What follows belongs to an exercise in optimizing a design on an open flow for small area; a production flow would make more cautious choices. Function was checked by simulation only, so behaviour that the tests miss may differ from the original. Power is estimated from default activity; no workload was simulated.

// muldiv_unit
module muldiv_unit #(
    parameter int XLEN  = 64,
    parameter int CNT_W = 7
) (
    input  logic            clk,
    input  logic            reset,
    input  logic            start,
    input  logic [2:0]      funct3,
    input  logic [XLEN-1:0] op_a,
    input  logic [XLEN-1:0] op_b,
    input  logic            kill,
    output logic            busy,
    output logic            done,
    output logic [XLEN-1:0] result
);
For scale: roughly 630 cells after synthesis, ~200 I/O pins.
==> module muldiv_unit, before the edit <==
module muldiv_unit #(
    parameter int XLEN  = 64,
    parameter int CNT_W = 7
) (
    input  logic            clk,
    input  logic            reset,
    input  logic            start,
    input  logic [2:0]      funct3,
    input  logic [XLEN-1:0] op_a,
    input  logic [XLEN-1:0] op_b,
    input  logic            kill,
    output logic            busy,
    output logic            done,
    output logic [XLEN-1:0] result
);
    localparam int W    = 5;
    localparam int N    = 13;
    localparam int L    = W * N;        
    localparam int DG_W = 4;
    logic             run;              
    logic [CNT_W-1:0] ps;               
    logic [DG_W-1:0]  dg;               
    logic             isdiv, hsel;      
    logic [L-1:0]     qc, bc, pc;       
    logic [L-1:0]     qs, bs;           
    logic             rs;               
    logic             cyn;              
    logic             pm, qm;           
    logic             mb;               
    logic             an, bn;           
    logic             q63;              
    localparam logic [L-1:0] POL = {
        {W{1'b0}}, {W{1'b1}}, {W{1'b0}}, {W{1'b1}}, {W{1'b0}}, {W{1'b1}}, {W{1'b0}},
        {W{1'b1}}, {W{1'b0}}, {W{1'b1}}, {W{1'b0}}, {W{1'b1}}, {W{1'b0}}};
    assign qc = qs ^ POL;
    assign bc = bs ^ POL;
    logic accept, dfirst, dlast;
    assign accept = !run && start && !kill;
    assign dfirst = (dg == '0);
    assign dlast  = (dg == DG_W'(N-1));
    logic in_asig, in_bsig;
    assign in_asig = funct3[2] ? !funct3[0] : (funct3[1] ^ funct3[0]);
    assign in_bsig = funct3[2] ? !funct3[0] : (funct3[1:0] == 2'b01);
    logic step, first, pre, post0, post1, last_step;
    assign step      = !ps[6];
    assign first     = (ps == '0);
    assign pre       = ps[6] && ps[5];
    assign post0     = ps[6] && !ps[5] && !ps[0];
    assign post1     = ps[6] && !ps[5] && ps[0];
    assign last_step = step && (&ps[5:0]);
    assign busy   = run;
    assign done   = run && ps[6] && !ps[5] && (isdiv ? ps[1] : ps[0]);
    assign result = pc[XLEN-1:0];
    logic [W-1:0] pe, be, qe;
    assign pe = pc[W-1:0];
    assign be = bc[W-1:0];
    assign qe = qc[W-1:0];
    logic mcur, nq;
    assign mcur = dfirst ? qe[0] : mb;
    assign nq   = (an ^ bn) & !q63;
    logic xd, xdg, xm, xp, gq, gb, yi, qss, qsd;
    always_comb begin
        if (isdiv) begin
            xd  = step;
            xm  = 1'b0;
            xp  = post0;
            gq  = pre || post1;
            gb  = step || (post0 && rs);
            if (pre)
                yi = an;                         
            else if (step)
                yi = (first || !rs) ^ bn;        
            else if (post0)
                yi = bn && rs;                   
            else
                yi = hsel ? an : nq;             
            qss = pre || (post0 && hsel);        
            qsd = !qss;
        end else begin
            xd  = 1'b0;
            xm  = (step || hsel) && !first;      
            xp  = 1'b0;
            gq  = !step && !hsel;                
            gb  = step && mcur;
            yi  = an && last_step && mcur;       
            qss = 1'b0;
            qsd = 1'b0;
        end
    end
    assign xdg = xd && !first;                   
    logic lin, rin, qlin, q3m;
    assign lin  = dfirst ? qc[XLEN-1] : (pm && !first);      
    assign rin  = dlast ? (bn && pe[W-1]) : pc[W];           
    assign qlin = dfirst ? !rs : qm;                         
    assign q3m  = dlast ? pc[W] : qe[4];                     
    logic [W-1:0] xn, yn, sn, s, con, qinn;
    logic [W:0]   cn;
    logic [W-1:0] pl, pr, ql, qr, yao;
    assign pl = {pe[W-2:0], 1'b0};
    assign pr = {rin, pe[W-1:1]};
    assign ql = {qe[W-2:0], qlin};
    assign qr = {qc[W], q3m, qe[W-2:1]};
    assign cn[0] = dfirst ? !yi : cyn;
    for (genvar j = 0; j < W; j++) begin : g_bit
        logic xl;
        assign xl = (j == 0) ? lin : pl[j];
        md_aoi222 u_x (.a0(j == 0 ? xd : xdg), .b0(xl), .a1(xm), .b1(pr[j]),
                       .a2(xp), .b2(pe[j]), .y(xn[j]));
        md_aoi22  u_y (.a0(gq), .b0(qe[j]), .a1(gb), .b1(be[j]), .y(yao[j]));
        assign yn[j] = yao[j] ^ yi;
        md_fa     u_a (.a(xn[j]), .b(yn[j]), .c(cn[j]), .s(sn[j]), .co(cn[j+1]));
        assign s[j] = !sn[j];
        md_aoi222 u_q (.a0(qss), .b0(s[j]), .a1(qsd), .b1(ql[j]),
                       .a2(!isdiv), .b2(qr[j]), .y(qinn[j]));
    end
    logic nacc;
    assign nacc = !accept;
    logic [L-1:0] bld, bsh, qs_nx, bs_nx;
    assign bld = {in_bsig && op_b[XLEN-1], op_b};
    assign bsh = {be, bc[L-1:W]};
    for (genvar i = 0; i < L; i++) begin : g_ld
        if (i >= XLEN) begin : g_q64
            assign qs_nx[i] = !qinn[i-(L-W)];
            assign bs_nx[i] = accept ? bld[i] : bsh[i];
        end else if (i >= L - W) begin : g_top
            md_ld_true u_q (.acc(accept), .d(op_a[i]), .qn(qinn[i-(L-W)]), .y(qs_nx[i]));
            assign bs_nx[i] = accept ? bld[i] : bsh[i];
        end else if (POL[i]) begin : g_inv
            md_ld_inv u_q (.acc(accept), .nacc(nacc), .d(op_a[i]), .q(qs[i+W]), .y(qs_nx[i]));
            md_ld_inv u_b (.acc(accept), .nacc(nacc), .d(bld[i]), .q(bs[i+W]), .y(bs_nx[i]));
        end else begin : g_true
            md_ld_true u_q (.acc(accept), .d(op_a[i]), .qn(qs[i+W]), .y(qs_nx[i]));
            md_ld_true u_b (.acc(accept), .d(bld[i]), .qn(bs[i+W]), .y(bs_nx[i]));
        end
    end
    always_ff @(posedge clk or negedge reset) begin
        if (!reset)
            run <= 1'b0;
        else if (accept)
            run <= 1'b1;
        else if (kill || done)
            run <= 1'b0;
    end
    always_ff @(posedge clk) begin
        qs <= qs_nx;
        bs <= bs_nx;
        pc <= {s, pc[L-1:W]};
        if (accept) begin
            isdiv <= funct3[2];
            hsel  <= funct3[2] ? funct3[1] : (funct3[1:0] != 2'b00);
            an    <= in_asig && op_a[XLEN-1];
            bn    <= in_bsig && op_b[XLEN-1];
            ps    <= {CNT_W{funct3[2]}};
            dg    <= '0;
        end else begin
            ps <= ps + CNT_W'(dlast);
            dg <= dlast ? '0 : dg + 1'b1;
        end
        cyn <= cn[W];
        pm  <= pe[W-1];
        qm  <= qe[W-1];
        if (dlast) rs <= s[W-1];
        if (dfirst) mb <= qe[0];
        if (post0 && dlast)
            q63 <= qe[W-3];                      
    end
endmodule
clock: 6.0 ns
lec_check: 0
cap_margin: 20
core_margin: 2
core_utilization: 40
slew_margin: 20
synth_hierarchical: 1
standard.sh (not shown) runs the stock make flow with config.mk's settings and CLKGATE_MAP_FILE= SYNTH_SCRIPT=/design/flow/synth_recipe.tcl, a recipe that flattens the netlist after the stock synthesis.
==> flow/flow/run.sh <==
#!/bin/bash
set -e
export BUFFER_PORTS_ARGS="-buffer_cell sky130_fd_sc_hd__buf_1"
export PRE_FLOORPLAN_TCL="$PWD/flow/downsize.tcl"
export CTS_ARGS="-sink_clustering_enable -repair_clock_nets -sink_clustering_size 10 -sink_clustering_max_diameter 40 -buf_list sky130_fd_sc_hd__clkbuf_4 -dont_use_dummy_load"
bash standard.sh > standard.log 2>&1
==> flow/flow/downsize.tcl <==
# Area recovery before floorplanning: every combinational cell that synthesis
# mapped to a drive strength above 1 is swapped for the same function at drive
# strength 1. Later timing repair sizes cells back up where timing needs it.
set n_swapped 0
foreach inst [[ord::get_db_block] getInsts] {
  set master [[$inst getMaster] getName]
  if { ![regexp {^(sky130_fd_sc_hd__[a-z0-9]+)_([0-9]+)$} $master -> base drive] } { continue }
  if { $drive <= 1 } { continue }
  if { [regexp {__(df|edf|sdf|dl|tap|fill|decap|conb|clk)} $master] } { continue }
  set target ${base}_1
  if { [llength [get_lib_cells -quiet */$target]] == 0 } { continue }
  replace_cell [$inst getName] $target
  incr n_swapped
}
puts "downsize: swapped $n_swapped cells to drive strength 1"
Then changed:
--- a/flow/design.v
+++ b/flow/design.v
@@ -27,8 +27,7 @@
     logic             cyn;              
     logic             pm, qm;           
     logic             mb;               
-    logic             an, bn;           
-    logic             q63;              
+    logic             an, bn, bnz;      
     localparam logic [L-1:0] POL = {
         {W{1'b0}}, {W{1'b1}}, {W{1'b0}}, {W{1'b1}}, {W{1'b0}}, {W{1'b1}}, {W{1'b0}},
         {W{1'b1}}, {W{1'b0}}, {W{1'b1}}, {W{1'b0}}, {W{1'b1}}, {W{1'b0}}};
@@ -57,7 +56,7 @@
     assign qe = qc[W-1:0];
     logic mcur, nq;
     assign mcur = dfirst ? qe[0] : mb;
-    assign nq   = (an ^ bn) & !q63;
+    assign nq   = (an ^ bn) & bnz;
     logic xd, xdg, xm, xp, gq, gb, yi, qss, qsd;
     always_comb begin
         if (isdiv) begin
@@ -161,8 +160,8 @@
         qm  <= qe[W-1];
         if (dlast) rs <= s[W-1];
         if (dfirst) mb <= qe[0];
-        if (post0 && dlast)
-            q63 <= qe[W-3];                      
+        if (pre)
+            bnz <= (bnz && !dfirst) || (|be);
     end
 endmodule
 module md_aoi222 (
Result: Global-route usage is lower by 0.16 points. Total power is about the same. Core utilization rises by 0.14 points. Routed wire length stays flat. Design area grows slightly.

[what the ideal ports hide]
The results above use ideal ports. As a check the final layouts listed here were re-extracted and re-timed, cells and wires unchanged. Step 1: set_driving_cell puts a clkbuf_16 on clk and a buf_2 on each other input, an assumption about the parent block. Step 2 adds t to the input delays and takes it off the output delays; t is the mean of the earliest and latest rising clock arrival at the registers after step 1. Input paths then give back, and output paths get back, about the clock's delay inside the block. Slacks: ideal ports / drivers / drivers and shift; pairs: ideal ports / drivers.
run	t, ns	setup WS [ns]	worst slew at a driven data input, ns	pins driven straight from the clock port
the first run	0.669	1.332 / 1.332 / 1.332	0.05	1
the second run	0.649	0.981 / 0.981 / 0.981	0.06	1
After both steps every run listed still meets setup and hold.
